What follows belongs to an exercise in optimizing a design on an open flow for small area; a production flow would make more cautious choices. Only simulation tests tie the RTL to the original design; equivalence was not proved. Power is estimated from default activity; no workload was simulated.

## the baseline
==> flow/design.v <==
`default_nettype none
module trace_hold_reg #(
   parameter int W = 8
)(
   input  wire          usb_clk,
   input  wire          ld,
   input  wire          nld,
   input  wire [W-1:0]  d,
   output logic [W-1:0] q
);
   always_ff @(posedge usb_clk) begin
      q <= (q & {W{nld}}) | (d & {W{ld}});
   end
endmodule
`default_nettype wire
`default_nettype none
module trace_rd_aoi3 (
   input  wire [2:0] a,
   input  wire [2:0] s,
   output wire       y_n
);
   assign y_n = ~((a[0] & s[0]) | (a[1] & s[1]) | (a[2] & s[2]));
endmodule
`default_nettype wire
`default_nettype none
module trace_inv (
   input  wire a,
   output wire y
);
   assign y = ~a;
endmodule
`default_nettype wire
`default_nettype none
module trace_reg_top (
   input  wire         usb_clk,
   input  wire         reset_i,
   input  wire [7:0]   reg_address,
   input  wire [6:0]   reg_bytecnt,
   input  wire [7:0]   write_data,
   input  wire         reg_read,
   input  wire         reg_write,
   input  wire         reg_addrvalid,
   output wire [7:0]   read_data,
   output wire         selected,
   output wire [7:0]   pattern_enable,
   output wire [7:0]   pattern_trig_enable,
   output wire [2:0]   trace_width,
   output wire         capture_raw,
   output wire         record_syncs,
   output wire [511:0] trace_patterns,
   output wire [511:0] trace_masks,
   output wire         reset_sync,
   input  wire [63:0]  trace_counts,
   input  wire         synchronized
);
   wire [5:0] off  = reg_address[5:0];
   wire [2:0] lane = reg_bytecnt[2:0];
   assign selected = reg_addrvalid && (reg_address[7:6] == 2'd2);
   wire wr = selected && reg_write;
   wire rd = selected && reg_read;
   wire [7:0]  lane_oh;
   wire [63:0] off_oh;
   genvar gi;
   generate
      for (gi = 0; gi < 8; gi++) begin : g_lane
         assign lane_oh[gi] = (lane == gi);
      end
      for (gi = 0; gi < 64; gi++) begin : g_off
         assign off_oh[gi] = (off == gi);
      end
   endgenerate
   wire [7:0] pat_d  = write_data & {8{~reset_i}};
   wire [7:0] mask_d = write_data | {8{reset_i}};
   wire [1023:0] rule_q;
   wire [127:0]  rule_sel;    
   wire [15:0]   reg_wr;      
   generate
      for (gi = 0; gi < 128; gi++) begin : g_byte
         wire ld;
         wire nld;
         if (gi % 8 == 0) begin : g_reg
            assign reg_wr[gi/8] = wr & off_oh[16 + gi/8];
         end
         assign rule_sel[gi] = off_oh[16 + gi/8] & lane_oh[gi%8];
         assign nld = ~(reset_i | (reg_wr[gi/8] & lane_oh[gi%8]));
         trace_inv i_ld (.a (nld), .y (ld));
         for (genvar k = 0; k < 8; k = k + 4) begin : g_part
            trace_hold_reg #(.W(4)) i_part (
               .usb_clk (usb_clk),
               .ld      (ld),
               .nld     (nld),
               .d       ((gi < 64) ? pat_d[k +: 4] : mask_d[k +: 4]),
               .q       (rule_q[8*gi + k +: 4])
            );
         end
      end
   endgenerate
   assign trace_patterns = rule_q[511:0];
   assign trace_masks    = rule_q[1023:512];
   wire [7:0] pen_q, ptrig_q;
   wire [2:0] width_q;
   wire       raw_q, syncs_q;
   wire ld_pen   = reset_i | (wr & off_oh[2]);
   wire ld_ptrig = reset_i | (wr & off_oh[3]);
   wire ld_width = reset_i | (wr & off_oh[4]);
   wire ld_raw   = reset_i | (wr & off_oh[5]);
   wire ld_syncs = reset_i | (wr & off_oh[6]);
   trace_hold_reg #(.W(8)) i_pen (
      .usb_clk (usb_clk), .ld (ld_pen), .nld (~ld_pen), .d (pat_d), .q (pen_q));
   trace_hold_reg #(.W(8)) i_ptrig (
      .usb_clk (usb_clk), .ld (ld_ptrig), .nld (~ld_ptrig), .d (pat_d), .q (ptrig_q));
   trace_hold_reg #(.W(3)) i_width (
      .usb_clk (usb_clk), .ld (ld_width), .nld (~ld_width),
      .d ({mask_d[2], pat_d[1:0]}), .q (width_q));    
   trace_hold_reg #(.W(1)) i_raw (
      .usb_clk (usb_clk), .ld (ld_raw), .nld (~ld_raw), .d (mask_d[0]), .q (raw_q));
   trace_hold_reg #(.W(1)) i_syncs (
      .usb_clk (usb_clk), .ld (ld_syncs), .nld (~ld_syncs), .d (pat_d[0]), .q (syncs_q));
   assign pattern_enable      = pen_q;
   assign pattern_trig_enable = ptrig_q;
   assign trace_width         = width_q;
   assign capture_raw         = raw_q;
   assign record_syncs        = syncs_q;
   reg rs_q, rs_qq;
   always_ff @(posedge usb_clk) begin
      if (reset_i) begin
         rs_q  <= 1'b0;
         rs_qq <= 1'b0;
      end
      else begin
         rs_q  <= wr & off_oh[7];
         rs_qq <= rs_q;
      end
   end
   assign reset_sync = rs_q & ~rs_qq;
   localparam [63:0] NAME = 64'h6563_6172_546d_7241;
   wire [7:0] name_byte  = NAME[8*lane +: 8];
   wire [7:0] count_byte = trace_counts[8*(3'd7 - lane) +: 8];
   wire [7:0] misc_byte =
        ({8{off_oh[0]}} & name_byte)
      | {7'd0, off_oh[1]}
      | ({8{off_oh[2]}} & pen_q)
      | ({8{off_oh[3]}} & ptrig_q)
      | {5'd0, {3{off_oh[4]}} & width_q}
      | {7'd0, off_oh[5] & raw_q}
      | {7'd0, off_oh[6] & syncs_q}
      | {7'd0, off_oh[8] & synchronized}
      | ({8{off_oh[9]}} & count_byte);
   wire [7:0] rd_comb;
   generate
      for (gi = 0; gi < 8; gi++) begin : g_rbit
         wire [128:0] a;
         wire [128:0] s;
         wire [42:0]  y_n;
         for (genvar b = 0; b < 128; b++) begin : g_in
            assign a[b] = rule_q[8*b + gi];
            assign s[b] = rule_sel[b];
         end
         assign a[128] = misc_byte[gi];
         assign s[128] = 1'b1;
         for (genvar k = 0; k < 43; k++) begin : g_slice
            trace_rd_aoi3 i_aoi (.a (a[3*k +: 3]), .s (s[3*k +: 3]), .y_n (y_n[k]));
         end
         assign rd_comb[gi] = rd & ~(&y_n);
      end
   endgenerate
   reg [7:0] rdata_q;
   always_ff @(posedge usb_clk) rdata_q <= rd_comb;
   assign read_data = rdata_q;
endmodule
`default_nettype wire
==> flow/config.mk <==
export PLATFORM = sky130hd
export DESIGN_NAME = trace_reg_top
export DESIGN_NICKNAME = trace_reg_top
export VERILOG_FILES = /design/flow/design.v
export SDC_FILE = /design/flow/constraint.sdc
export NUM_CORES = 4
export LEC_CHECK = 0
export CAP_MARGIN = 20
export CORE_AREA = 4 4 396 396
export DIE_AREA = 0 0 400 400
export SLEW_MARGIN = 20
export SYNTH_HIERARCHICAL = 1
export SYNTH_MINIMUM_KEEP_SIZE = 0
==> flow/constraint.sdc <==
create_clock -name core_clock -period 10.0 [get_ports {usb_clk}]
set_input_delay 2.0000 -clock core_clock [delete_from_list [all_inputs] [get_ports {usb_clk}]]
set_output_delay 2.0000 -clock core_clock [all_outputs]
set_load 0.01 [all_outputs]
standard.sh (not shown) runs the stock make flow with config.mk's settings and CLKGATE_MAP_FILE= SYNTH_SCRIPT=/design/flow/synth_recipe.tcl, a recipe that flattens the netlist after the stock synthesis.
==> flow/flow/run.sh <==
#!/bin/bash
# Standard ORFS layout (standard synthesis unchanged), with the port buffers made of
# the smallest buffer cell, and a clock tree with larger sink clusters and no dummy loads.
# Full tool output goes to flow.log here; ORFS's own per-step logs stay under orfs/logs.
set -euo pipefail
bash standard.sh \
  "BUFFER_PORTS_ARGS=-buffer_cell sky130_fd_sc_hd__buf_1" \
  "CTS_ARGS=-sink_clustering_enable -repair_clock_nets -dont_use_dummy_load -sink_clustering_size 25 -sink_clustering_max_diameter 80" \
  finish > flow.log 2>&1
The baseline finished every step from synthesis to the final layout, and the layout passed the timing, DRC and antenna checks.
Setup changes, the baseline to the candidate
==> flow/flow/run.sh <==
#!/bin/bash
# Standard ORFS layout (standard synthesis unchanged), with the port buffers made of
# the smallest buffer cell and no dummy loads in the clock tree.
# Full tool output goes to flow.log here; ORFS's own per-step logs stay under orfs/logs.
set -euo pipefail
bash standard.sh \
  "BUFFER_PORTS_ARGS=-buffer_cell sky130_fd_sc_hd__buf_1" \
  "CTS_ARGS=-sink_clustering_enable -repair_clock_nets -dont_use_dummy_load" \
  finish > flow.log 2>&1
[summary]
- The candidate: PASS, flow complete, no timing, DRC or antenna violations
- Compared with the baseline, in the candidate number of global-route vias before repair increased by 357 relative to the old numbers, global-route usage closely matched the old numbers, clock-buffer cell count increased by 68% relative to the old numbers.
- Summary — clock period minus worst slack, the candidate relative to the baseline: higher, by 0.21 ns.
- From the baseline to the candidate the numbers moved as follows: headroom to the max-slew limit -4.5 points, total non-filler cell area in the finished layout up about 2.4%, worst-case hold slack moved down, total internal power grew by about 12%.
- Sort the baseline and the candidate by power, ascending, and the baseline comes first.
- Across both runs, worst setup margin was lower for the candidate than for the baseline.

## re-timing with driven ports
The flow's constraints put no driver on any port. The routed layouts listed below were extracted and timed again, unchanged, in two steps.
Step 1 assumes that a clkbuf_16 drives the clock port and a buf_2 every other input.
Step 2 times the ports against the registers' clock, not the clock port: input delays grow and output delays shrink by t, the midpoint of the rising clock arrivals with the driver on.
Slacks: ideal ports / drivers / drivers and shift; pairs: ideal ports / drivers.
| run | shift t [ns] | setup slack, ns | latest minus earliest clock arrival (ns) | worst data-port slew with drivers (ns) |
|---|---|---|---|---|
| the baseline | 0.711 | 3.794 / 3.846 / 3.135 | 0.094 / 0.094 | 0.17 |
| the candidate | 0.770 | 3.586 / 3.637 / 2.866 | 0.093 / 0.093 | 0.22 |
After both steps setup and hold are still met in every run listed. For the candidate, which loses most, drivers alone change the setup slack by +0.051 ns; drivers and shift together by -0.720 ns.
